Source: an optimization exercise on an open RTL-to-GDS flow (aim: small area, a short achievable clock period and few clock cycles per item). Production flows keep margins and buffers that such runs may drop. Function was checked by simulation only, so behaviour that the tests miss may differ from the original. Power and IR drop assume default switching activity.

==> flow/design.v <==
`timescale 1ns / 1ps
package wwr_pkg;
  localparam logic [7:0] CH_NL = 8'd10;
  localparam logic [7:0] CH_SP = 8'd32;
endpackage
`timescale 1ns / 1ps
import wwr_pkg::*;
module greedy_word_wrap_stream #(
  parameter int DEPTH = 60,
  parameter int QD    = 4
) (
  input  logic       clk,
  input  logic       rst,
  input  logic       cfg_write,
  input  logic [5:0] cfg_data,
  input  logic       push,
  output logic       full,
  input  logic [7:0] byte_value,
  input  logic       end_of_text,
  output logic       empty,
  input  logic       pop,
  output logic [7:0] out_byte,
  output logic       last_of_run,
  output logic       text_done,
  output logic       overlong_flag
);
  localparam int AW = $clog2(DEPTH);
  logic [5:0] wreg;
  logic       cfg_d;
  logic [5:0] cfg_w;
  assign cfg_w = (cfg_data == 6'd63) ? 6'd62 : cfg_data;
  always_ff @(posedge clk) begin
    if (rst) begin
      wreg  <= 6'd62;
      cfg_d <= 1'b0;
    end else begin
      cfg_d <= cfg_write;
      if (cfg_write) wreg <= cfg_w;
    end
  end
  logic       v0, v1;
  logic [7:0] b0, b1;
  logic       e0, e1;
  logic       k0, k1;    
  logic       n0, n1;    
  logic       proc;
  logic       accept;
  logic       free0;
  logic       in_blank, in_nl;
  assign full     = v1;
  assign accept   = push && !v1;
  assign free0    = !v0 || proc;
  assign in_blank = (byte_value == 8'd32) || ((byte_value >= 8'd9) && (byte_value <= 8'd13));
  assign in_nl    = (byte_value == 8'd10);
  always_ff @(posedge clk) begin
    if (rst) begin
      v0 <= 1'b0;
      v1 <= 1'b0;
    end else begin
      if (free0) v0 <= v1 || accept;
      v1 <= (v1 || accept) && !free0;
    end
  end
  always_ff @(posedge clk) begin
    if (free0) begin
      b0 <= v1 ? b1 : byte_value;
      e0 <= v1 ? e1 : end_of_text;
      k0 <= v1 ? k1 : in_blank;
      n0 <= v1 ? n1 : in_nl;
    end
    if (!v1) begin
      b1 <= byte_value;
      e1 <= end_of_text;
      k1 <= in_blank;
      n1 <= in_nl;
    end
  end
  logic [5:0] word_len;    
  logic [5:0] wleft;       
  logic       wz;          
  logic [7:0] slack;
  logic       lnz;
  logic       in_word;
  logic       streaming;
  logic       prev_nl;
  logic       para;
  logic       blank, is_nl, wbyte;
  logic       p_nl, p_sp;
  logic       placing, pstart, hold, trig;
  logic [7:0] w_m1;
  assign blank   = !e0 && k0;
  assign is_nl   = n0;
  assign wbyte   = !e0 && !k0;
  assign w_m1    = {2'b00, wreg} - 8'd1;
  assign p_nl    = lnz && slack[7];
  assign p_sp    = lnz && !slack[7];
  assign placing = in_word && !streaming;
  assign pstart  = !in_word && para;
  assign hold    = !streaming && !wz;
  assign trig    = !streaming && wz;
  logic       c_valid;
  logic [1:0] c_nl;
  logic       c_sp;
  logic [5:0] c_len;
  logic       c_done;
  logic       c_strm;
  always_comb begin
    c_valid = 1'b0;
    c_nl    = 2'd0;
    c_sp    = 1'b0;
    c_len   = 6'd0;
    c_done  = 1'b0;
    if (e0) begin
      c_valid = 1'b1;
      c_done  = 1'b1;
      if (placing) begin
        c_nl  = {1'b0, p_nl};
        c_sp  = p_sp;
        c_len = word_len;
      end
    end else if (blank) begin
      if (placing) begin
        c_valid = 1'b1;
        c_nl    = {1'b0, p_nl};
        c_sp    = p_sp;
        c_len   = word_len;
      end
    end else begin
      if (pstart) begin
        c_valid = 1'b1;
        c_nl    = 2'd2;
      end
      if (trig) begin
        c_valid = 1'b1;
        if (!pstart && lnz) c_nl = 2'd1;
        c_len = word_len + 6'd1;
      end
    end
  end
  assign c_strm = wbyte && trig;
  localparam int PW = $clog2(QD);
  logic [PW:0]   q_wp, q_rp;
  logic [QD-1:0] q_occ;    
  logic          cv_r;
  logic          q_room, f_room;
  assign q_room = !q_occ[QD-1] && !(cv_r && q_occ[QD-2]);
  logic          t_q;
  logic          s_inc_r;
  logic          s_z;
  logic          t_sent, t_early, c_new;
  assign c_new   = c_valid && !t_sent;
  assign proc    = v0 && (!c_new || q_room) && (!wbyte || f_room)
                 && (!c_strm || t_sent || (!t_q && s_z && !s_inc_r));
  assign t_early = v0 && c_strm && !t_sent && !f_room && q_room
                 && !t_q && s_z && !s_inc_r;
  logic          q_new;    
  assign q_new   = (proc && c_new) || t_early;
  always_ff @(posedge clk) begin
    if (rst) begin
      word_len  <= 6'd0;
      wleft     <= 6'd62;
      wz        <= 1'b0;
      slack     <= 8'd61;
      lnz       <= 1'b0;
      in_word   <= 1'b0;
      streaming <= 1'b0;
      prev_nl   <= 1'b0;
      para      <= 1'b0;
    end else begin
      if (cfg_d) begin
        wleft <= wreg;
        wz    <= (wreg == 6'd0);
        slack <= w_m1;
      end
      if (proc) begin
      if (e0) begin
        word_len  <= 6'd0;
        wleft     <= wreg;
        wz        <= (wreg == 6'd0);
        slack     <= w_m1;
        lnz       <= 1'b0;
        in_word   <= 1'b0;
        streaming <= 1'b0;
        prev_nl   <= 1'b0;
        para      <= 1'b0;
      end else if (blank) begin
        if (in_word) begin
          if (!streaming) begin
            lnz   <= 1'b1;
            slack <= p_sp ? slack - 8'd1 : {2'b00, wleft} - 8'd1;
          end
          in_word   <= 1'b0;
          streaming <= 1'b0;
          word_len  <= 6'd0;
          wleft     <= wreg;
          wz        <= (wreg == 6'd0);
        end else if (prev_nl && is_nl) begin
          para  <= 1'b1;
          lnz   <= 1'b0;
          slack <= w_m1;
        end
        prev_nl <= is_nl;
      end else begin
        prev_nl <= 1'b0;
        in_word <= 1'b1;
        if (pstart) para <= 1'b0;
        if (hold) begin
          word_len <= word_len + 6'd1;
          wleft    <= wleft - 6'd1;
          wz       <= (wleft == 6'd1);
          slack    <= (pstart ? w_m1 : slack) - 8'd1;
          if (pstart) lnz <= 1'b0;
        end else begin
          streaming <= 1'b1;
          lnz       <= 1'b1;
          slack     <= 8'hff;
        end
      end
      end
    end
  end
  logic [7:0]    mem [0:DEPTH-1];
  logic [AW-1:0] wp, rp;
  logic          ww, rw;
  logic          we;
  logic          f_ne;
  logic          fetch;
  logic          consume;
  logic [1:0]    pc;
  logic [7:0]    rdat;
  assign we     = proc && wbyte;
  assign f_room = !((wp == rp) && (ww != rw));
  assign f_ne   = !((wp == rp) && (ww == rw));
  logic          rd_v;
  logic [7:0]    rd_r;
  assign fetch  = f_ne && ((pc == 2'd0) || (pc == 2'd1 && !rd_v) || consume);
  assign rdat   = mem[rp];
  always_ff @(posedge clk) begin
    if (f_room) mem[wp] <= b0;
  end
  always_ff @(posedge clk) begin
    if (rst) begin
      wp <= '0;
      rp <= '0;
      ww <= 1'b0;
      rw <= 1'b0;
      pc <= 2'd0;
    end else begin
      if (we) begin
        if (wp == AW'(DEPTH - 1)) begin
          wp <= '0;
          ww <= !ww;
        end else begin
          wp <= wp + 1'b1;
        end
      end
      if (fetch) begin
        if (rp == AW'(DEPTH - 1)) begin
          rp <= '0;
          rw <= !rw;
        end else begin
          rp <= rp + 1'b1;
        end
      end
      if (rd_v && !consume) pc <= pc + 2'd1;
      else if (consume && !rd_v) pc <= pc - 2'd1;
    end
  end
  logic [7:0] pfe [0:1];
  logic       pf_w, pf_r;
  logic [7:0] pf_head;
  assign pf_head = pfe[pf_r];
  always_ff @(posedge clk) begin
    rd_r <= rdat;
    if (rd_v) pfe[pf_w] <= rd_r;
  end
  always_ff @(posedge clk) begin
    if (rst) begin
      pf_w <= 1'b0;
      pf_r <= 1'b0;
      rd_v <= 1'b0;
    end else begin
      rd_v <= fetch;
      if (rd_v) pf_w <= !pf_w;
      if (consume) pf_r <= !pf_r;
    end
  end
  localparam int CW = 10;
  logic [CW-1:0] cq [0:QD-1];
  logic [CW-1:0] cmd_r;
  logic [CW-1:0] q_head;
  logic          q_push, q_pop;
  logic [1:0]    c_pre;
  assign q_push = cv_r;
  assign q_head = cq[q_rp[PW-1:0]];
  assign c_pre  = c_sp ? 2'd1 : (c_nl == 2'd2) ? 2'd3 : (c_nl == 2'd1) ? 2'd2 : 2'd0;
  always_ff @(posedge clk) begin
    cmd_r <= {c_pre, c_len, c_done, c_strm};
    if (rst) begin
      cv_r <= 1'b0;
      q_wp <= '0;
      q_occ <= '0;
      t_sent <= 1'b0;
      q_rp <= '0;
    end else begin
      cv_r <= q_new;
      if (q_push) q_wp <= q_wp + 1'b1;
      if (q_push && !q_pop) q_occ <= {q_occ[QD-2:0], 1'b1};
      else if (q_pop && !q_push) q_occ <= {1'b0, q_occ[QD-1:1]};
      if (t_early) t_sent <= 1'b1;
      else if (proc) t_sent <= 1'b0;
      if (q_pop)  q_rp <= q_rp + 1'b1;
    end
  end
  always_ff @(posedge clk) begin
    if (q_push) cq[q_wp[PW-1:0]] <= cmd_r;
  end
  logic [1:0] r_pre;
  logic       r_psp;
  logic [5:0] r_len;
  logic       r_l1;
  logic       r_done;
  logic       r_strm;
  logic       r_ovl;
  logic       k_pr, k_by, k_dn, k_last;
  logic       act, e_st, emit, last, pend, pf_ok, o_ready;
  logic [7:0] e_byte;
  logic       s_inc, s_dec;
  logic [AW:0] s_cnt;
  logic       s_dec_r;
  logic       s_c1, s_c2, s_c3, s_one, s_two;
  logic       s_c0;
  assign s_z   = s_c0 || (s_c1 && s_dec_r);
  assign s_one = (s_c1 && !s_dec_r) || (s_c2 && s_dec_r);
  assign s_two = s_c3 || (s_c2 && !s_dec_r);
  assign pf_ok = (pc != 2'd0);
  assign act   = k_pr || k_by || k_dn;
  assign e_st  = !act && r_strm && !t_q && !s_z;
  assign emit  = o_ready && (k_pr || k_dn || ((k_by || e_st) && pf_ok));
  assign consume = emit && (k_by || e_st);
  assign last  = k_last || e_st;
  assign s_inc = s_inc_r;
  assign s_dec = emit && e_st;
  assign pend  = (act && !(emit && k_last))
              || (r_strm && !t_q && (s_two || (s_one && !s_dec)));
  assign q_pop = (q_wp != q_rp) && !pend;
  assign e_byte = (k_by || e_st) ? pf_head : ((k_pr && r_psp) ? CH_SP : CH_NL);
  logic [1:0] h_pre;
  logic [5:0] h_len;
  logic       h_done, h_lz, h_l1;
  logic       h_pr, h_by, h_dn, h_last;
  assign h_pre  = (q_head[9:8] == 2'd3) ? 2'd2 : {1'b0, q_head[9:8] != 2'd0};
  assign h_len  = q_head[7:2];
  assign h_done = q_head[1];
  assign h_lz   = (h_len == 6'd0);
  assign h_l1   = (h_len == 6'd1);
  assign h_pr   = (h_pre != 2'd0);
  assign h_by   = (h_pre == 2'd0) && !h_lz;
  assign h_dn   = (h_pre == 2'd0) && h_lz && h_done;
  assign h_last = ((h_pre == 2'd1) && h_lz && !h_done)
               || ((h_pre == 2'd0) && h_l1 && !h_done)
               || h_dn;
  logic       n_pr, n_by, n_dn, n_last;
  logic       nb_l1, nb_last;
  always_comb begin
    n_pr   = (r_pre == 2'd2);
    n_by   = (r_pre == 2'd1) && (r_len != 6'd0);
    n_dn   = (r_pre == 2'd1) && (r_len == 6'd0) && r_done;
    n_last = ((r_pre == 2'd2) && (r_len == 6'd0) && !r_done)
          || ((r_pre == 2'd1) && r_l1 && !r_done)
          || ((r_pre == 2'd1) && (r_len == 6'd0) && r_done);
  end
  assign nb_l1   = (r_len == 6'd2);
  assign nb_last = (nb_l1 && !r_done) || (r_l1 && r_done);
  always_ff @(posedge clk) begin
    if (rst) begin
      r_pre  <= 2'd0;
      r_len  <= 6'd0;
      r_done <= 1'b0;
      r_strm <= 1'b0;
      k_pr   <= 1'b0;
      k_by   <= 1'b0;
      k_dn   <= 1'b0;
      k_last <= 1'b0;
    end else if (q_pop) begin
      r_pre  <= h_pre;
      r_psp  <= (q_head[9:8] == 2'd1);
      {r_len, r_done, r_strm} <= q_head[7:0];
      r_l1   <= h_l1;
      k_pr   <= h_pr;
      k_by   <= h_by;
      k_dn   <= h_dn;
      k_last <= h_last;
    end else if (emit) begin
      if (k_pr) begin
        r_pre  <= r_pre - 2'd1;
        k_pr   <= n_pr;
        k_by   <= n_by;
        k_dn   <= n_dn;
        k_last <= n_last;
      end
      if (k_by) begin
        r_len  <= r_len - 6'd1;
        r_l1   <= nb_l1;
        k_by   <= !r_l1;
        k_dn   <= r_l1 && r_done;
        k_last <= nb_last;
      end
      if (k_dn) begin
        r_done <= 1'b0;
        k_dn   <= 1'b0;
        k_last <= 1'b0;
      end
    end
  end
  always_ff @(posedge clk) begin
    if (rst) begin
      s_cnt   <= '0;
      s_dec_r <= 1'b0;
      s_c0    <= 1'b1;
      s_c1    <= 1'b0;
      s_c2    <= 1'b0;
      s_c3    <= 1'b0;
      t_q     <= 1'b0;
      s_inc_r <= 1'b0;
    end else begin
      s_inc_r <= proc && wbyte && streaming;
      s_dec_r <= s_dec;
      if (s_inc && !s_dec_r) begin
        s_cnt <= s_cnt + 1'b1;
        s_c0  <= 1'b0;
        s_c1  <= s_c0;
        s_c2  <= s_c1;
        s_c3  <= s_c2 || s_c3;
      end else if (s_dec_r && !s_inc) begin
        s_cnt <= s_cnt - 1'b1;
        s_c0  <= s_c1;
        s_c1  <= s_c2;
        s_c2  <= (s_cnt == (AW+1)'(3));
        s_c3  <= (s_cnt > (AW+1)'(3));
      end
      if ((proc && c_strm && !t_sent) || t_early) begin
        t_q <= 1'b1;
      end else if (q_pop && q_head[0]) begin
        t_q <= 1'b0;
      end
    end
  end
  always_ff @(posedge clk) begin
    if (rst) begin
      r_ovl <= 1'b0;
    end else if (q_pop && q_head[0]) begin
      r_ovl <= 1'b1;
    end
  end
  logic        o_emp, bv;    
  logic [10:0] ob, bb;
  logic [10:0] e_word;
  logic        a_free;
  assign e_word  = {e_byte, last, k_dn, r_ovl};
  assign o_ready = !bv;
  assign a_free  = o_emp || pop;
  always_ff @(posedge clk) begin
    if (rst) begin
      o_emp <= 1'b1;
      bv <= 1'b0;
    end else begin
      if (a_free) begin
        o_emp <= !(bv || emit);
        bv <= 1'b0;
      end else if (emit) begin
        bv <= 1'b1;
      end
    end
  end
  always_ff @(posedge clk) begin
    if (a_free) begin
      ob <= bv ? bb : e_word;
    end
    if (!bv) begin
      bb <= e_word;
    end
  end
  assign empty         = o_emp;
  assign out_byte      = ob[10:3];
  assign last_of_run   = ob[2];
  assign text_done     = ob[1];
  assign overlong_flag = ob[0];
endmodule
==> flow/run.sh <==
#!/bin/bash
# synth_recipe.tcl (not shown) runs the flow's synth.tcl, then flattens the netlist and writes it again
# the make line also repeats each setting of config.mk as NAME=value (left out here)
make -C /OpenROAD-flow-scripts/flow DESIGN_CONFIG=/design/flow/config.mk WORK_HOME=/design/flow/orfs CLKGATE_MAP_FILE= SYNTH_SCRIPT=/design/flow/synth_recipe.tcl finish
==> flow/config.mk <==
export PLATFORM = sky130hd
export DESIGN_NAME = greedy_word_wrap_stream
export DESIGN_NICKNAME = greedy_word_wrap_stream
export VERILOG_FILES = /design/flow/design.v
export SDC_FILE = /design/flow/constraint.sdc
export NUM_CORES = 4
export LEC_CHECK = 0
export CAP_MARGIN = 20
export CORE_MARGIN = 2
export CORE_UTILIZATION = 40
export CTS_BUF_LIST = sky130_fd_sc_hd__clkbuf_16
export CTS_CLUSTER_DIAMETER = 100
export CTS_CLUSTER_SIZE = 25
export SETUP_SLACK_MARGIN = 3.7
export SLEW_MARGIN = 20
==> flow/constraint.sdc <==
create_clock -name core_clock -period 6.0 [get_ports {clk}]
set_input_delay 1.2000 -clock core_clock [delete_from_list [all_inputs] [get_ports {clk}]]
set_output_delay 1.2000 -clock core_clock [all_outputs]
set_load 0.01 [all_outputs]
==> flow_summary.ini, run 1 <==
[clock_tree]
clk_latency_ns = 0.58
clockRootBuffer = clkbuf_16
cts_buffers = 34
cts_htree_levels = 2
postCtsHoldBufs = 0
clkTransAtPathRegs_ns = 0.09
cts_tree = built
clk_path_buf_depth = 3
clock_sinks = 700

[cells_and_area]
mostFrequentLayoutCells = 560 x edfxtp_1, 151 x mux4_2, 113 x dfxtp_1
final_common_cell = edfxtp_1
drive_gt1_share_pct = 25.6
post-route-cell-area_um2 = 32900
antenna_cells = 0
finish.utilization_pct = 46.0
num-nets-final = 1943
area_delta_synth_final_pct = 13.7

[floorplanning]
fp.dieW_um = 273
pin_count = 33
initial_core_util_pct = 40.4
die-area_um2 = 74600
fp.dieH_um = 273
fp-row-count = 98
coreArea_um2 = 71600

[pwr]
p_sw_uw = 2970
power_density_nw_per_um2 = 325
p_leak_uw = 0.0102
pwr-share-clk_pct = 23.8
power_frac_seq_pct = 54.0
power_uw = 10700
comb_power_share_pct = 22.2
switching_share_pct = 27.7
max-vdd-ir-drop_v = 0.000209
p_int_uw = 7730

[synth]
syn_nets = 1887
netlist.area_leader.share_pct = 58.1
ys_types = 79
ys_seq_area_share_pct = 67.8
synth_edf_count = 560
synthCells = 1833
yosys_warnings = 1
ys_async_sr_fraction_pct = 0
syn-cell-area_um2 = 29000
ys.flop_type = edfxtp_1
yosysTopAreaCell = edfxtp_1
ys_ff_latch = 700
netlist_top_cells_area = edfxtp_1 58%, mux4_2 12%, dfxtp_1 9.7%
syn_area_per_cell_um2 = 15.8

[sta]
fin_tns_setup_ns = 0
hold_violations = 0
report.final.slew_viol_count = 0
post-route-period-util_pct = 39.6
setup_violations = 0
worstMarginPinSlew_ns = 1.11
slew_headroom_pct = 26.1
max_freq_mhz = 420
setup_ws_ns = 3.62
rsz0062_at_grt = yes
min_period_ns = 2.38
finClkSkew_ns = 0.0193

[route]
drt_iter0_markers = 1611
wl_per_cell_um = 23.7
viasPerCell = 5.65
postRouteAntennaNets = 0
drt-total-wl_mm = 67.9
drc = 0
dr.pass1.iters = 6
num_vias = 16200

[global_routing]
first_global_vias = 16000
grt_first_pass_wirelength_mm = 102
overflow = 0
antenna_found_initial = 0
grtUsageTotal_pct = 18.1
grt_max_degree = 66

[critical_path]
required_ns = 6.51
cp-end-kind = flip-flop
critPathMaxFanout = 3
criticalPathCategory = reg2reg
critPathLaunchType = flip-flop
crit_arrival_ns = 2.89
reg2reg_slack_ns = 3.62

[placed_design]
numPortBuffers = 32
placed_area_um2 = 30200
place.gp.congestion = 0.889
post-place-ws_ns = 2.43
hpwlAfterDp_mm = 41.0

[outcome]
status = timing/DRC/antenna clean

[run]
drv_cap = 0

[worst_hold_path]
min_path_type = reg2reg
[cell families after synthesis]
kind of cell,count (synthesis),synth area share [%]
multiplexers,216,14.1
XOR/XNOR,52,1.60
adder cells (fa/ha/maj),34,1.50
AND/OR/NAND/NOR,440,7.42
flip-flops,700,67.8
AO/OA/AOI/OAI,255,5.71
buffers and inverters,136,1.96
[metal layers]
metal	up-vias	global-route usage [%]	share of wire, %
met5	-	0	0
met4	0	4.54	2.1
met3	90	3.40	6.7
met2	562	29.8	49
met1	8262	24.8	42
li1	7249	-	-
[flip-flops by register name (all words and copies together), names as in the netlist, 7 cells and up, named ones only]
register and flops:
cmd_r 10, b1 8, cq 40, ob 11
rd_r 8, bb 11, s_cnt 7, slack 8
b0 8, mem 480, pfe 16
[power groups by stage]
stage / Sequential [uW] / Combinational [uW] / Clock, uW
finish: 5770 / 2370 / 2550
global route: 5810 / 2560 / 2790
CTS: 5770 / 2300 / 2630
detailed placement: 5970 / 1990 / 0
global placement: 5960 / 1940 / 0
floorplan: 5800 / 1500 / 0
[cell type report]
cell class | instances | area (um^2)
multi-input combinational | 1000 | 9640
clock buffer | 35 | 876
timing repair buffer | 122 | 1310
fill | 6094 | 38700
inverter | 31 | 123
tap | 950 | 1190
sequential | 700 | 19700
clock inverter | 21 | 98.8
[final timing paths]
path                            depth (start not counted)    start  endpoint
worst max-delay path                                   11  wreg[0]  slack[6]
worst min-delay path                                    2   r_strm    r_strm
worst min register to register                          2   r_strm    r_strm
worst max register to register                         11  wreg[0]  slack[6]
[metrics by stage]
step	cells	hold slack, ns
6_report	2859	0.456
5_1_grt	2859	0.483
4_1_cts	2844	0.458
3_5_place_dp	2731	0.443
3_3_place_gp	2731	0.437
2_1_floorplan	1833	0.404
[Yosys cell counts (6+ instances only)]
library cell  count
a211oi_1         17
a21o_1            8
a21oi_1          79
a22oi_1           8
a31oi_1          12
and2_1            8
buf_1            18
buf_2            31
clkbuf_1         52
dfxtp_1         140
edfxtp_1        560
ha_1             33
inv_1            31
mux2_2           15
mux2i_1          50
mux4_2          151
nand2_1          87
nand2b_1         20
nand3_1          33
nand3b_1          9
nand4_1           8
nor2_1          167
nor2b_1          19
nor3_1           30
nor4_1           10
o211ai_1         15
o21a_1            6
o21ai_0          50
o221ai_1          6
o31ai_1           8
or3_1            10
or4_1             6
xnor2_1          24
xor2_1           27
[repair_timing]
action / CTS / global route
cloned: 5 / 4
setup buffers: 52 / 11
gates resized for setup: 239 / 69
setup endpoints to repair: 587 / 409
pin swaps: 19 / 11
[critical path: stages (launching register included)]
cell	delay, ns
dfxtp_4	0.37
clkinvlp_4	0.11
ha_4	0.29
nor2_2	0.04
a21oi_2	0.10
ha_2	0.20
and3b_1	0.19
a22o_1	0.21
nor4_1	0.06
or3_1	0.37
nand4bb_1	0.20
a21oi_2	0.16
Testbench counts, summed over its fixed seeds: cycles 25,442, items 23,625.
==> inputs of run 2 (changes only) <==
--- a/flow/config.mk
+++ b/flow/config.mk
@@ -11,5 +11,5 @@
 export CTS_BUF_LIST = sky130_fd_sc_hd__clkbuf_16
 export CTS_CLUSTER_DIAMETER = 100
 export CTS_CLUSTER_SIZE = 25
-export SETUP_SLACK_MARGIN = 3.7
+export SETUP_SLACK_MARGIN = 3.55
 export SLEW_MARGIN = 20
==> run 2 against run 1 <==
Setup slack worse by 0.021 ns. Highest routed layer unchanged. Critical path type unchanged. Register-to-register slack lost 0.02 ns. Critical endpoint unchanged. Fmax shrank 0.88%.
==> flow_summary.ini, run 2 <==
[synth]
netlist.area_leader.share_pct = 58.1
yosysMostFrequentCell = edfxtp_1
yosys_warnings = 1
ys_ff_latch = 700
syn-cell-area_um2 = 29000
yosysTopAreaCell = edfxtp_1
ys_top_cells_by_count = 560 x edfxtp_1, 167 x nor2_1, 151 x mux4_2
netlist_top_cells_area = edfxtp_1 58%, mux4_2 12%, dfxtp_1 9.7%
syn_nets = 1887
ys_async_sr_fraction_pct = 0
ys_seq_area_share_pct = 67.8
synth_edf_count = 560
synthCells = 1833
ys.flop_type = edfxtp_1
ys_types = 79
syn_area_per_cell_um2 = 15.8

[critical_path]
crit_arrival_ns = 2.90
critPathLaunchType = flip-flop
cp-end-kind = flip-flop
criticalPathCategory = reg2reg
required_ns = 6.51
critPathMaxFanout = 4

[global_routing]
overflow = 0
first_global_vias = 15900
grt_max_degree = 66
grtUsageTotal_pct = 17.9
grt_first_pass_wirelength_mm = 101
antenna_found_initial = 0

[outcome]
status = timing/DRC/antenna clean

[sta]
post-route-period-util_pct = 40.0
worstMarginPinSlew_ns = 1.06
report.final.slew_viol_count = 0
slew_headroom_pct = 29.1
max_freq_mhz = 417
fin_tns_setup_ns = 0
hold_violations = 0
finClkSkew_ns = 0.0190
rsz0062_at_grt = yes
min_period_ns = 2.40
setup_violations = 0

[cells_and_area]
area_delta_synth_final_pct = 11.9
post-route-cell-area_um2 = 32400
drive_gt1_share_pct = 22.5
largest_register_ffs = 480
antenna_cells = 0
final_common_cell = edfxtp_1
num-nets-final = 1927
top_register = mem
mostFrequentLayoutCells = 560 x edfxtp_1, 151 x mux4_2, 123 x dfxtp_1

[route]
num_vias = 16000
viasPerCell = 5.62
drc = 0
dr.pass1.iters = 7
wl_per_cell_um = 23.4
drt_iter0_markers = 1692
postRouteAntennaNets = 0
drt-total-wl_mm = 66.6

[placed_design]
hpwlAfterDp_mm = 40.8
place.gp.congestion = 0.834
numPortBuffers = 32
placed_area_um2 = 30200

[floorplanning]
coreArea_um2 = 71600
fp.dieW_um = 273
fp-row-count = 98
fp.dieH_um = 273
pin_count = 33
initial_core_util_pct = 40.4
die-area_um2 = 74600

[clock_tree]
postCtsHoldBufs = 0
clk_path_buf_depth = 3
cts_buffers = 34
cts_tree = built
clkTransAtPathRegs_ns = 0.10
cts_htree_levels = 2
clockRootBuffer = clkbuf_16
clk_latency_ns = 0.58
clock_sinks = 700

[run]
drv_cap = 0

[pwr]
power_uw = 10600
power_density_nw_per_um2 = 326
p_leak_uw = 0.0101
max-vdd-ir-drop_v = 0.000228

[worst_hold_path]
min_path_type = reg2reg
## run 2: per-layer routing
layer  up-vias  share of wire (%)  GRT usage [%]
li1       7194                  -              -
met1      8229                 43           24.6
met2       490                 49           29.9
met3        79                5.6           2.55
met4         0                2.5           4.83
met5         -                  0              0
## run 2: kinds of logic (layout without fill, tap and decap cells)
logic type               count (synthesis)  after routing  share of synthesized area [%]
flip-flops                             700            700                           67.8
AND/OR/NAND/NOR                        440            441                           7.42
AO/OA/AOI/OAI                          255            255                           5.71
multiplexers                           216            216                           14.1
buffers and inverters                  136            199                           1.96
XOR/XNOR                                52             52                           1.60
adder cells (fa/ha/maj)                 34             34                           1.50
## run 2: power by group
| group | switching [uW] | leakage [uW] | total [uW] | internal (uW) |
|---|---|---|---|---|
| logic | 1200 | 0.00329 | 2220 | 1020 |
| registers | 237 | 0.00625 | 5770 | 5540 |
| clock network | 1490 | 0.000565 | 2570 | 1080 |
| total | 2930 | 0.0101 | 10600 | 7640 |
## run 2: through the flow
stage	cells	hold WS (ns)	util [%]	worst slack [ns]
after floorplan	1833	0.404	-	3.60
after global placement	2734	0.441	42.2	2.48
after detailed placement	2735	0.444	42.2	2.70
after CTS	2813	0.459	44.4	3.48
after global routing	2847	0.487	45.2	3.48
final	2847	0.455	45.2	3.60
## run 2: path summary, 6_finish.rpt
kind                            slack (ns)  endpoint    start  cells past startpoint
worst max-delay path                  3.60  slack[6]  wreg[0]                     12
worst min-delay path                  0.46    r_strm   r_strm                      2
worst max register to register        3.60  slack[6]  wreg[0]                     12
worst min register to register        0.46    r_strm   r_strm                      2
## run 2: cell type report
type                            count  area (um^2)
Clock buffer                       35          876
Clock inverter                     25          120
Fill cell                        6182        39200
Inverter                           31          123
Multi-Input combinational cell    998         9330
Sequential cell                   700        19700
Tap cell                          950         1190
Timing Repair Buffer              108         1090
## run 2: what timing repair did
item / CTS / global route
cloned: 3 / 0
setup buffers: 15 / 34
resized for setup: 150 / 69
pin swaps: 7 / 9
endpoints found under the setup margin: 558 / 502
## run 2: critical path, stage by stage, from the launching register on
cell	delay [ns]
dfxtp_4	0.37
clkinvlp_4	0.08
buf_6	0.12
ha_4	0.29
nor2_4	0.04
a21oi_2	0.10
ha_2	0.21
and3b_2	0.23
a22o_4	0.16
nor4_2	0.03
or3_1	0.38
nand4bb_1	0.19
a21oi_1	0.13
==> inputs of run 3 (changes only) <==
--- a/flow/config.mk
+++ b/flow/config.mk
@@ -11,5 +11,5 @@
 export CTS_BUF_LIST = sky130_fd_sc_hd__clkbuf_16
 export CTS_CLUSTER_DIAMETER = 100
 export CTS_CLUSTER_SIZE = 25
-export SETUP_SLACK_MARGIN = 3.55
+export SETUP_SLACK_MARGIN = 3.65
 export SLEW_MARGIN = 20
==> run 3 against run 2 <==
Count of clock-buffer cells in the layout is the same. Clock skew grew 0.0050 ns. Setup slack lost 0.00077 ns. Hold slack gained 0.0057 ns. Utilization grew 1.2 points. Sequential cell count is the same. Final area grew 2.6%. Critical path type unchanged. Critical endpoint unchanged.
==> flow_summary.ini, run 3 <==
[outcome]
status = timing/DRC/antenna clean

[critical_path]
rr_endpoint = slack[6]
critPathSlowestCell = dfxtp_4
critPathMaxFanout = 4
cp_cell_sequence = clkinvlp_4, ha_4, nor2_1, a21oi_1, ha_2, and3b_2, a22o_1, nor4_1, or3_1, nand4bb_1, a21oi_1
max_stage_delay_ns = 0.37
r2r_cells = 11
critPathLaunchType = flip-flop
crit_arrival_ns = 2.90
required_ns = 6.50
timing.rr.start = wreg[0]
cp-end-kind = flip-flop
reg2reg_slack_ns = 3.60
cpMostUsedCell = a21oi_1
criticalPathCategory = reg2reg

[route]
drc = 0
dr.pass1.iters = 5
drt_iter0_markers = 1552
postRouteAntennaNets = 0
drt-total-wl_mm = 68.5
wl_per_cell_um = 23.8
num_vias = 16200
viasPerCell = 5.66

[sta]
hold_violations = 0
finClkSkew_ns = 0.0239
max_freq_mhz = 417
min_period_ns = 2.40
slew_headroom_pct = 33.8
worstMarginPinSlew_ns = 0.993
post-route-period-util_pct = 40.0
report.final.slew_viol_count = 0
rsz0062_at_grt = yes
fin_tns_setup_ns = 0
setup_violations = 0

[cells_and_area]
top_register = mem
num-nets-final = 1956
multi_input_area_um2 = 9590
mostFrequentLayoutCells = 560 x edfxtp_1, 151 x mux4_2, 118 x dfxtp_1
fillers = 6117
area_delta_synth_final_pct = 14.8
final_common_cell = edfxtp_1
largest_register_ffs = 480
drive_gt1_share_pct = 25.8
regArea_um2 = 19700
finish.utilization_pct = 46.4

[worst_hold_path]
min_path_type = reg2reg
worstHoldEndpoint = r_strm
min_from = r_strm
worstHoldPathCells = 2

[placed_design]
numPortBuffers = 32
place.gp.congestion = 0.870
hpwlAfterDp_mm = 39.6

[floorplanning]
coreArea_um2 = 71600
fp-row-count = 98
die-area_um2 = 74600
fp.dieH_um = 273
fp.dieW_um = 273
initial_core_util_pct = 40.4
pin_count = 33

[synth]
synthCells = 1833
netlist_top_cells_area = edfxtp_1 58%, mux4_2 12%, dfxtp_1 9.7%
ys_seq_area_share_pct = 67.8
yosys_warnings = 1
yosysMostFrequentCell = edfxtp_1
syn-cell-area_um2 = 29000
netlist.area_leader.share_pct = 58.1
ys_top_cells_by_count = 560 x edfxtp_1, 167 x nor2_1, 151 x mux4_2
ys_ff_latch = 700
ys_types = 79
syn_nets = 1887
ys.flop_type = edfxtp_1
ys_async_sr_fraction_pct = 0
syn_area_per_cell_um2 = 15.8
synth_edf_count = 560
yosysTopAreaCell = edfxtp_1

[clock_tree]
clk_latency_ns = 0.58
clock_sinks = 700
cts_buffers = 34
cts_htree_levels = 2
clk_path_buf_depth = 3
clkTransAtPathRegs_ns = 0.10
clockRootBuffer = clkbuf_16
cts_tree = built

[global_routing]
first_global_vias = 16300
grtUsageMet2_pct = 30.7
met3_usage_pct = 2.97
top_usage_layer = met2
grt_first_pass_wirelength_mm = 103
grt_util_met1_pct = 24.6
antenna_found_initial = 0
grtUsageTotal_pct = 18.3
grt_max_degree = 70
overflow = 0

[pwr]
comb_power_share_pct = 22.9
max-vdd-ir-drop_v = 0.000192
power_frac_seq_pct = 53.0
power_density_nw_per_um2 = 327
p_int_uw = 7820
p_leak_uw = 0.0104
pwr-share-clk_pct = 24.1
switching_share_pct = 28.0
p_sw_uw = 3040

[run]
drv_cap = 0
run 3: cell counts after synthesis:
No cell type changed its count.
run 3: logic make-up (layout without fill, tap and decap cells):
kind of cell,Yosys count,in the layout,synth area share (%)
flip-flops,700,700,67.8
AND/OR/NAND/NOR,440,441,7.42
AO/OA/AOI/OAI,255,256,5.71
multiplexers,216,216,14.1
buffers and inverters,136,222,1.96
XOR/XNOR,52,52,1.60
adder cells (fa/ha/maj),34,34,1.50
other,0,1,0
run 3: stage by stage:
stage	setup WS, ns	area, um^2	hold WS, ns	total power (uW)	instances
final	3.60	33200	0.461	10900	2872
after global routing	3.49	33200	0.487	11300	2871
after floorplan	3.64	29000	0.404	7300	1833
after detailed placement	2.14	30200	0.437	7950	2728
after CTS	3.57	32600	0.461	10800	2841
after global placement	2.33	30200	0.413	7910	2728
run 3: critical path, delay by kind of cell (launching register included):
kind / cells / cell delay (ns)
flops: 1 / 0.37
compound gates: 3 / 0.44
fa+ha+maj: 2 / 0.53
simple gates: 5 / 0.86
buf+inv: 1 / 0.13
run 3: timing repair:
item | CTS | global route
pin swaps | 26 | 23
buffers inserted | 46 | 26
gates cloned | 12 | 4
endpoints found under the setup margin | 587 | 410
hold buffers | 0 | 0
resized for setup | 237 | 67
run 3: worst max path at each step:
stage | slack (ns) | start | endpoint
finish | 3.60 | wreg[0] | slack[6]
global route | 3.49 | wreg[0] | slack[4]
CTS | 3.57 | wp[3] | mem[23][6]
detailed placement | 2.14 | e0 | b0[0]
global placement | 2.33 | e0 | b0[2]
floorplan | 3.64 | in_word | slack[6]
run 3: cell type report:
cell class              instances  share of cell area (%)
diodes                          1                 0.00753
clock buffers                  35                    2.63
clock inverters                20                   0.354
inverters                      31                   0.384
multi-input cells             999                    28.9
flip-flops and latches        700                    59.2
well taps                     950                    3.58
repair buffers                136                    5.01
run 3: power by group through the flow:
stage / clock, uW / combinational (uW) / sequential, uW
after floorplan: 0 / 1500 / 5800
after global placement: 0 / 2040 / 5870
after detailed placement: 0 / 2070 / 5880
after CTS: 2670 / 2410 / 5760
after global routing: 2830 / 2670 / 5800
final: 2620 / 2490 / 5760
run 3: layer usage:
layer,vias to the layer above,part of all wire [%]
li1,7275,-
met1,8364,42
met2,520,50
met3,87,6.1
met4,0,2.3
met5,-,0
==> inputs of run 4 (changes only) <==
--- a/flow/config.mk
+++ b/flow/config.mk
@@ -11,5 +11,5 @@
 export CTS_BUF_LIST = sky130_fd_sc_hd__clkbuf_16
 export CTS_CLUSTER_DIAMETER = 100
 export CTS_CLUSTER_SIZE = 25
-export SETUP_SLACK_MARGIN = 3.65
+export SETUP_SLACK_MARGIN = 3.5
 export SLEW_MARGIN = 20
==> run 4 against run 3 <==
Hold slack got worse by 0.0078 ns. Clock power increased by 3%. Count of clock-buffer cells in the layout increased by 3. First-iteration DRC count increased by 8.0%. Sequential cell count unchanged. Setup slack got worse by 0.032 ns. Combinational power decreased by 11%. Die area unchanged. Final area decreased by 2.2%. Utilization decreased by 1.0 points. Total power decreased by 1.7%.
==> flow_summary.ini, run 4 <==
[outcome]
status = timing/DRC/antenna clean

[route]
drt-total-wl_mm = 67.8
num_vias = 16300
dr.pass1.iters = 5
postRouteAntennaNets = 0
drt_iter0_markers = 1676
viasPerCell = 5.71
wl_per_cell_um = 23.8
drc = 0

[sta]
post-route-period-util_pct = 40.5
report.final.slew_viol_count = 0
setup_violations = 0
hold_violations = 0
min_period_ns = 2.43
max_freq_mhz = 411
slew_headroom_pct = 35.0
finClkSkew_ns = 0.0366
holdWs_ns = 0.453
rsz0062_at_grt = no
worstMarginPinSlew_ns = 0.975
fin_tns_setup_ns = 0
setup_ws_ns = 3.57

[floorplanning]
pin_count = 33
coreArea_um2 = 71600
fp-row-count = 98
fp.dieW_um = 273
fp.dieH_um = 273
die-area_um2 = 74600
initial_core_util_pct = 40.4

[synth]
synth_edf_count = 560
ys_ff_latch = 700
ys_async_sr_fraction_pct = 0
ys_top_cells_by_count = 560 x edfxtp_1, 167 x nor2_1, 151 x mux4_2
yosysMostFrequentCell = edfxtp_1
ys_seq_area_share_pct = 67.8
ys.flop_type = edfxtp_1
ys_types = 79
syn_nets = 1887
netlist.area_leader.share_pct = 58.1
yosysTopAreaCell = edfxtp_1
netlist_top_cells_area = edfxtp_1 58%, mux4_2 12%, dfxtp_1 9.7%
synthCells = 1833
syn_area_per_cell_um2 = 15.8
yosys_warnings = 1
syn-cell-area_um2 = 29000

[critical_path]
crit_family = flip-flops
critPathMaxFanout = 2
cp_cell_sequence = dlygate4sd2_1
rr_endpoint = slack[6]
max_stage_delay_ns = 0.36
reg2reg_slack_ns = 3.58
crit_arrival_ns = 1.23
critPathLaunch = v1
critPathSlowestCell = dfxtp_4
critPathLaunchType = flip-flop
criticalPathCategory = reg2out
timing.rr.start = wreg[0]
cp-end-kind = output pin
r2r_cells = 11
crit_buf_inv = 1
required_ns = 4.80

[placed_design]
hpwlAfterDp_mm = 40.5
place.gp.congestion = 0.866
dpl.cell_count = 2728
numPortBuffers = 32
post-place-ws_ns = 2.15

[global_routing]
grt_first_pass_wirelength_mm = 101
grtUsageMet2_pct = 30.2
top_usage_layer = met2
grt_util_met1_pct = 25.0
met3_usage_pct = 2.00
grt_max_degree = 67
overflow = 0
first_global_vias = 15900
antenna_found_initial = 0
grtUsageTotal_pct = 18.0

[cells_and_area]
num-nets-final = 1930
final_common_cell = edfxtp_1
antenna_cells = 0
mostFrequentLayoutCells = 560 x edfxtp_1, 151 x mux4_2, 121 x dfxtp_1
top_register = mem
drive_gt1_share_pct = 22.5
area_delta_synth_final_pct = 12.3
fillers = 6200
largest_register_ffs = 480
finalNonFillerCells = 2851

[pwr]
power_density_nw_per_um2 = 329
power_frac_seq_pct = 54.1
pwr-share-clk_pct = 25.2
p_sw_uw = 2970
comb_power_share_pct = 20.7
p_leak_uw = 0.0101
max-vdd-ir-drop_v = 0.000186
p_int_uw = 7710
switching_share_pct = 27.8

[clock_tree]
clockRootBuffer = clkbuf_16
clock_sinks = 700
cts_htree_levels = 2
clk_latency_ns = 0.59
clk_path_buf_depth = 3
clkTransAtPathRegs_ns = 0.09
cts_tree = built
cts_buffers = 35
postCtsHoldBufs = 0

[worst_hold_path]
min_from = r_strm
worstHoldEndpoint = r_strm
min_path_type = reg2reg
worstHoldPathCells = 2

[run]
drv_cap = 0
[run 4: cell counts after synthesis]
Identical to the previous run, type by type.
[run 4: logic make-up (layout without fill, tap and decap cells)]
group / after synthesis / in the layout / share of synthesized area (%)
flip-flops: 700 / 700 / 67.8
AND/OR/NAND/NOR: 440 / 441 / 7.42
AO/OA/AOI/OAI: 255 / 257 / 5.71
multiplexers: 216 / 216 / 14.1
buffers and inverters: 136 / 201 / 1.96
XOR/XNOR: 52 / 52 / 1.60
adder cells (fa/ha/maj): 34 / 34 / 1.50
[run 4: cell type report]
class,instances,area [um^2],share of cell area [%]
timing repair buffer,107,1050,3.24
timing repair inverter,1,7.51,0.0231
sequential,700,19700,60.4
inverter,31,128,0.392
tap,950,1190,3.66
clock buffer,38,951,2.92
multi-input combinational,1000,9410,28.9
clock inverter,24,128,0.392
[run 4: worst min-delay path, stage by stage (launching register included)]
cell and delay [ns]:
dfxtp_1 0.31, nand2_1 0.05, a21oi_1 0.05
[run 4: layer usage]
layer  routed length, um  part of all wire [%]  up-vias
li1                    -                     -     7219
met1               28900                    43     8462
met2               33600                    50      512
met3                3810                   5.6       86
met4                1490                   2.2        0
met5                   0                     0        -
[run 4: power groups by stage]
stage,logic [uW],registers (uW),clock network (uW)
finish,2210,5780,2690
global route,2390,5810,2930
CTS,2140,5800,2770
detailed placement,2000,5930,0
global placement,1980,5920,0
floorplan,1500,5800,0
[run 4: how the worst max path moves through the flow]
stage	end	slack [ns]	depth (start not counted)
2_1_floorplan	q_occ[3]	3.53	13
3_3_place_gp	b0[1]	2.30	5
3_5_place_dp	b0[1]	2.15	5
4_1_cts	mem[8][2]	3.29	5
5_1_grt	slack[5]	3.48	9
6_report	full	3.57	1
[run 4: per-stage QoR]
stage / power [uW] / util, % / instance area (um^2)
2_1_floorplan: 7300 / - / 29000
5_1_grt: 11100 / 45.4 / 32500
3_3_place_gp: 7900 / 42.1 / 30200
3_5_place_dp: 7940 / 42.1 / 30200
4_1_cts: 10700 / 44.6 / 31900
6_report: 10700 / 45.4 / 32500
[run 4: what timing repair did]
item                                    4_1_cts  5_1_grt
pin swaps                                     2       13
cloned                                        4        4
gates resized for setup                     140       54
setup buffers                                15       38
endpoints found under the setup margin      585      507
==> inputs of run 5 (changes only) <==
--- a/flow/config.mk
+++ b/flow/config.mk
@@ -11,5 +11,5 @@
 export CTS_BUF_LIST = sky130_fd_sc_hd__clkbuf_16
 export CTS_CLUSTER_DIAMETER = 100
 export CTS_CLUSTER_SIZE = 25
-export SETUP_SLACK_MARGIN = 3.5
+export SETUP_SLACK_MARGIN = 3.6
 export SLEW_MARGIN = 20
==> run 5 against run 4 <==
Highest routed layer is now met5. Still clean. Combinational power up 3%. Sequential share of layout area is essentially flat. Critical path depth is the same. Sequential cell count stayed put. Largest cell class unchanged. Critical endpoint unchanged. Clock skew shrank 0.015 ns.
==> flow_summary.ini, run 5 <==
[cells_and_area]
area_delta_synth_final_pct = 12.3
regArea_um2 = 19700
top_register = mem
antenna_cells = 0
largest_register_ffs = 480
multi_input_area_um2 = 9420
fillers = 6177
post-route-cell-area_um2 = 32500
finalNonFillerCells = 2845
final_common_cell = edfxtp_1
mostFrequentLayoutCells = 560 x edfxtp_1, 151 x mux4_2, 117 x dfxtp_1
finish.utilization_pct = 45.4
drive_gt1_share_pct = 23.4
num-nets-final = 1925

[sta]
slew_headroom_pct = 31.8
holdWs_ns = 0.455
report.final.slew_viol_count = 0
setup_violations = 0
fin_tns_setup_ns = 0
post-route-period-util_pct = 39.0
finClkSkew_ns = 0.0220
worstMarginPinSlew_ns = 1.02
max_freq_mhz = 427
min_period_ns = 2.34
hold_violations = 0
rsz0062_at_grt = yes

[synth]
synth_compound_gate_area_share_pct = 5.71
synth_simple_gate_area_share_pct = 7.42
synth_fa_ha_area_share_pct = 1.50
netlist.area_leader.share_pct = 58.1
synth_edf_count = 560
yosysTopAreaCell = edfxtp_1
syn-cell-area_um2 = 29000
ys_async_sr_fraction_pct = 0
ys_ff_latch = 700
muxShareOfSynthArea_pct = 14.1
synthCells = 1833
synthXorXnorAreaFrac_pct = 1.60
yosysMostFrequentCell = edfxtp_1
ys_top_cells_by_count = 560 x edfxtp_1, 167 x nor2_1, 151 x mux4_2
ys.flop_type = edfxtp_1
netlist_top_cells_area = edfxtp_1 58%, mux4_2 12%, dfxtp_1 9.7%
syn_nets = 1887
yosys_warnings = 1
ys_types = 79
ys_seq_area_share_pct = 67.8
synth_top_family_by_area = multiplexers
syn_area_per_cell_um2 = 15.8

[route]
postRouteAntennaNets = 0
drt_iter0_markers = 1839
dr.pass1.iters = 5
drc = 0
viasPerCell = 5.66
num_vias = 16100
drt-total-wl_mm = 67.9
wl_per_cell_um = 23.9

[critical_path]
cp_cell_sequence = clkdlybuf4s15_2
critPathMaxFanout = 2
crit_family = flip-flops
cp-end-kind = output pin
required_ns = 4.80
criticalPathCategory = reg2out
crit_arrival_ns = 1.14
critPathLaunchType = flip-flop
max_stage_delay_ns = 0.36
crit_buf_inv = 1
critPathSlowestCell = dfxtp_4

[floorplanning]
fp.dieW_um = 273
fp.dieH_um = 273
initial_core_util_pct = 40.4
die-area_um2 = 74600
pin_count = 33
coreArea_um2 = 71600
fp-row-count = 98

[global_routing]
grtUsageTotal_pct = 17.9
overflow = 0
grt_max_degree = 66
grt_first_pass_wirelength_mm = 101
first_global_vias = 15900
antenna_found_initial = 1

[placed_design]
dpl.cell_count = 2735
hpwlAfterDp_mm = 40.8
place.gp.congestion = 0.834
numPortBuffers = 32
placed_area_um2 = 30200

[clock_tree]
clk_latency_ns = 0.59
clockRootBuffer = clkbuf_16
postCtsHoldBufs = 0
clkTransAtPathRegs_ns = 0.10
cts_tree = built
clk_path_buf_depth = 3
cts_htree_levels = 2
cts_buffers = 34
clock_sinks = 700

[outcome]
status = timing/DRC/antenna clean

[worst_hold_path]
min_path_type = reg2reg

[run]
drv_cap = 0

[pwr]
power_density_nw_per_um2 = 327
max-vdd-ir-drop_v = 0.000228
p_leak_uw = 0.0101
==> run 5: cell counts after synthesis <==
Identical to the previous run, type by type.
==> run 5: stage by stage <==
| step | worst slack [ns] | total power, uW |
|---|---|---|
| after global placement | 2.48 | 7920 |
| after global routing | 3.55 | 11100 |
| after CTS | 3.40 | 10600 |
| final | 3.66 | 10600 |
| after detailed placement | 2.70 | 7960 |
| after floorplan | 3.60 | 7300 |
==> run 5: area by class of cell <==
| class | count | share of cell area [%] |
|---|---|---|
| tap | 950 | 3.65 |
| clock buffer | 35 | 2.69 |
| timing repair buffer | 106 | 3.48 |
| clock inverter | 25 | 0.369 |
| multi-input combinational | 998 | 29.0 |
| sequential | 700 | 60.5 |
| inverter | 31 | 0.377 |
==> run 5: repair_timing <==
action / 4_1_cts / 5_1_grt
pin swaps: 9 / 11
cloned: 3 / 3
buffers inserted: 19 / 25
gates resized for setup: 190 / 76
setup endpoints to repair: 563 / 439
==> run 5: worst paths after layout <==
kind / startpoint / endpoint / slack (ns) / cells past startpoint
max: v1 / full / 3.66 / 1
min: r_strm / r_strm / 0.46 / 2
max reg2reg: rp[0] / rd_r[7] / 3.66 / 6
min reg2reg: r_strm / r_strm / 0.46 / 2
==> run 5: cell families after synthesis <==
group,Yosys count
AO/OA/AOI/OAI,255
XOR/XNOR,52
adder cells (fa/ha/maj),34
buffers and inverters,136
flip-flops,700
multiplexers,216
AND/OR/NAND/NOR,440
==> run 5: worst min-delay path: stages (launching register included) <==
cell and delay, ns:
dfxtp_1 0.32, nand2_1 0.05, a21oi_1 0.05
==> run 5: routing by layer <==
metal	vias to the layer above	track usage, %	part of all wire, %
li1	7191	-	-
met1	8347	24.8	43
met2	471	29.9	49
met3	85	2.51	5.8
met4	2	4.54	2.2
met5	-	0	0.019
==> run 5: where the power goes <==
group,switching (uW),total [uW],internal [uW]
combinational,1230,2270,1040
sequential,240,5780,5540
clock,1490,2580,1080
==> inputs of run 6 (changes only) <==
--- a/flow/design.v
+++ b/flow/design.v
@@ -143,7 +143,7 @@
   logic [QD-1:0] q_occ;    
   logic          cv_r;
   logic          q_room, f_room;
-  assign q_room = !q_occ[QD-1] && !(cv_r && q_occ[QD-2]);
+  assign q_room = !q_occ[QD-1];
   logic          t_q;
   logic          s_inc_r;
   logic          s_z;
@@ -305,8 +305,8 @@
     end else begin
       cv_r <= q_new;
       if (q_push) q_wp <= q_wp + 1'b1;
-      if (q_push && !q_pop) q_occ <= {q_occ[QD-2:0], 1'b1};
-      else if (q_pop && !q_push) q_occ <= {1'b0, q_occ[QD-1:1]};
+      if (q_new && !q_pop) q_occ <= {q_occ[QD-2:0], 1'b1};
+      else if (q_pop && !q_new) q_occ <= {1'b0, q_occ[QD-1:1]};
       if (t_early) t_sent <= 1'b1;
       else if (proc) t_sent <= 1'b0;
       if (q_pop)  q_rp <= q_rp + 1'b1;
--- a/flow/config.mk
+++ b/flow/config.mk
@@ -11,5 +11,5 @@
 export CTS_BUF_LIST = sky130_fd_sc_hd__clkbuf_16
 export CTS_CLUSTER_DIAMETER = 100
 export CTS_CLUSTER_SIZE = 25
-export SETUP_SLACK_MARGIN = 3.6
+export SETUP_SLACK_MARGIN = 3.5
 export SLEW_MARGIN = 20
==> run 6 against run 5 <==
Still clean. Combinational power up 8%. Clock skew is 0.0091 ns higher. Total power rose by 1.9%. Global-route usage rose by 0.43 points. Register-to-register slack worse by 0.17 ns. Synthesized cell count rose by 1.1%. Sequential power fell by 2%. Count of clock-buffer cells in the layout grew 1. Clock power is 4% higher. Non-clock buffer count shrank 6. Critical endpoint is now mem[7][0]. Largest power group unchanged. Highest routed layer unchanged.
==> flow_summary.ini, run 6 <==
[cells_and_area]
num-nets-final = 1937
drive_gt1_share_pct = 22.8
largest_register_ffs = 480
antenna_cells = 0
finish.utilization_pct = 45.3
fillers = 6124
final_common_cell = edfxtp_1
mostFrequentLayoutCells = 560 x edfxtp_1, 148 x mux4_2, 119 x dfxtp_1
finalNonFillerCells = 2860
area_delta_synth_final_pct = 12.1
top_register = mem

[sta]
fin_tns_setup_ns = 0
hold_violations = 0
slew_headroom_pct = 24.7
rsz0062_at_grt = yes
setup_violations = 0
finClkSkew_ns = 0.0310
setup_ws_ns = 3.49
report.final.slew_viol_count = 0
worstMarginPinSlew_ns = 1.13
max_freq_mhz = 398
post-route-period-util_pct = 41.9
min_period_ns = 2.51

[placed_design]
hpwlAfterDp_mm = 41.1
numPortBuffers = 32
dpl.cell_count = 2749
post-place-ws_ns = 2.25
place.gp.congestion = 0.855

[floorplanning]
fp.dieH_um = 273
fp.dieW_um = 273
pin_count = 33
die-area_um2 = 74400
fp-row-count = 98
initial_core_util_pct = 40.4
coreArea_um2 = 71500

[global_routing]
met3_usage_pct = 3.15
grtUsageTotal_pct = 18.3
top_usage_layer = met2
grtUsageMet2_pct = 30.6
grt_max_degree = 65
grt_first_pass_wirelength_mm = 103
overflow = 0
antenna_found_initial = 1
first_global_vias = 16200
grt_util_met1_pct = 25.4

[critical_path]
critPathLaunchType = flip-flop
cp-end-kind = flip-flop
crit_arrival_ns = 2.75
critPathSlowestCell = nor2_2
critPathMaxFanout = 12
required_ns = 6.23
criticalPathCategory = reg2reg
crit_buf_inv = 1
cp_cell_sequence = xor2_1, nor4_4, buf_4, nand3_2, nand2_2, nor2_2
max_stage_delay_ns = 0.53
reg2reg_slack_ns = 3.49
crit_family = simple AND/OR/NAND/NOR gates

[route]
drt_iter0_markers = 1430
num_vias = 16300
viasPerCell = 5.69
wl_per_cell_um = 24.0
postRouteAntennaNets = 0
dr.pass1.iters = 5
drc = 0
drt-total-wl_mm = 68.6

[clock_tree]
clockRootBuffer = clkbuf_16
clkTransAtPathRegs_ns = 0.11
cts_buffers = 35
postCtsHoldBufs = 0
clk_latency_ns = 0.60
clock_sinks = 700
cts_tree = built
clk_path_buf_depth = 3
cts_htree_levels = 2

[synth]
yosys_warnings = 1
netlist_top_cells_area = edfxtp_1 58%, mux4_2 12%, dfxtp_1 9.7%
ys.flop_type = edfxtp_1
ys_seq_area_share_pct = 67.9
ys_types = 68
ys_async_sr_fraction_pct = 0
syn-cell-area_um2 = 28900
ys_top_cells_by_count = 560 x edfxtp_1, 169 x nor2_1, 148 x mux4_2
syn_area_per_cell_um2 = 15.6
netlist.area_leader.share_pct = 58.2
synth_edf_count = 560
yosysTopAreaCell = edfxtp_1
yosysMostFrequentCell = edfxtp_1
synthCells = 1853
syn_nets = 1907
ys_ff_latch = 700

[pwr]
switching_share_pct = 28.0
power_density_nw_per_um2 = 334
p_int_uw = 7800
comb_power_share_pct = 22.7
power_uw = 10800
max-vdd-ir-drop_v = 0.000214
pwr-share-clk_pct = 24.8
power_frac_seq_pct = 52.5
p_leak_uw = 0.0102
p_sw_uw = 3030

[outcome]
status = timing/DRC/antenna clean

[run]
drv_cap = 0

[worst_hold_path]
min_path_type = reg2reg
[run 6: logic make-up (layout without fill, tap and decap cells)]
family	count (synthesis)	in the layout	share of synthesized area, %
AO/OA/AOI/OAI	258	259	5.76
AND/OR/NAND/NOR	446	447	7.36
XOR/XNOR	50	50	1.52
multiplexers	215	215	13.9
buffers and inverters	150	205	2.03
adder cells (fa/ha/maj)	34	34	1.50
flip-flops	700	700	67.9
[run 6: power groups by stage]
stage	combinational [uW]	sequential, uW	clock (uW)
2_1_floorplan	1550	5740	0
3_3_place_gp	2080	5810	0
3_5_place_dp	2100	5820	0
4_1_cts	2390	5680	2750
5_1_grt	2640	5710	2910
6_report	2460	5690	2680
[run 6: per-stage QoR]
stage | hold WS (ns) | cell area, um^2
6_report | 0.462 | 32400
5_1_grt | 0.490 | 32400
4_1_cts | 0.456 | 32100
3_5_place_dp | 0.442 | 30200
3_3_place_gp | 0.438 | 30200
2_1_floorplan | 0.347 | 29000
[run 6: layer usage]
layer / part of all wire [%] / wire, um
met5: 0.015 / 10
met4: 1.8 / 1260
met3: 6.3 / 4330
met2: 49 / 33600
met1: 43 / 29300
[run 6: worst register-to-register path, stage by stage, from the launching register on]
cell and delay (ns):
dfxtp_2 0.52, xor2_1 0.28, nor4_4 0.10, buf_4 0.16, nand3_2 0.28, nand2_2 0.28, nor2_2 0.54
[run 6: final timing paths]
kind / start / to / cells past startpoint
hold reg to reg: r_strm / r_strm / 2
hold / removal: r_strm / r_strm / 2
setup / recovery: wp[5] / mem[7][0] / 6
setup reg to reg: wp[5] / mem[7][0] / 6
[run 6: cell type report]
| cell class | instances | area, um^2 | share of cell area [%] |
|---|---|---|---|
| timing repair inverter | 1 | 7.51 | 0.0232 |
| tap | 950 | 1190 | 3.67 |
| multi-input combinational | 1005 | 9280 | 28.6 |
| inverter | 40 | 161 | 0.498 |
| sequential | 700 | 19700 | 60.7 |
| timing repair buffer | 100 | 1050 | 3.23 |
| clock buffer | 36 | 901 | 2.78 |
| clock inverter | 28 | 168 | 0.517 |
[run 6: timing repair]
| action | in CTS | in global routing |
|---|---|---|
| setup endpoints to repair | 583 | 444 |
| cloned | 7 | 2 |
| hold endpoints to repair | 0 | 0 |
| setup buffers | 31 | 7 |
| gates resized for setup | 136 | 52 |
| pin swaps | 7 | 7 |
Testbench counts of run 6, summed over its fixed seeds: cycles 25,442, items 23,625.

## afterwards: timing with drivers on the ports
The results above use ideal ports. As a check the final layouts listed here were re-extracted and re-timed, cells and wires unchanged.
Step 1, drivers: a clkbuf_16 drives clk and a buf_2 each remaining input, both assumed.
Step 2, shift: input delay + t, output delay - t, t = (earliest + latest rising clock arrival at the registers) / 2. This alone moves slack from input paths to output paths.
a / b / c = ideal / step 1 / step 2; a / b = the first two.
run	t (ns)	slack for setup (ns)	worst slew at a driven data input, ns	pins driven straight from the clock port
run 1	0.639	3.622 / 3.588 / 3.231	0.05	1
run 2	0.638	3.601 / 3.541 / 3.176	0.04	1
run 3	0.633	3.600 / 3.589 / 3.151	0.04	1
run 4	0.635	3.568 / 3.505 / 3.189	0.04	1
run 5	0.637	3.659 / 3.595 / 3.167	0.04	1
run 6	0.649	3.488 / 3.488 / 3.113	0.06	1
After both steps setup and hold are still met in every run listed. For run 5, which loses most, drivers alone change the setup slack by -0.064 ns; drivers and shift together by -0.492 ns.
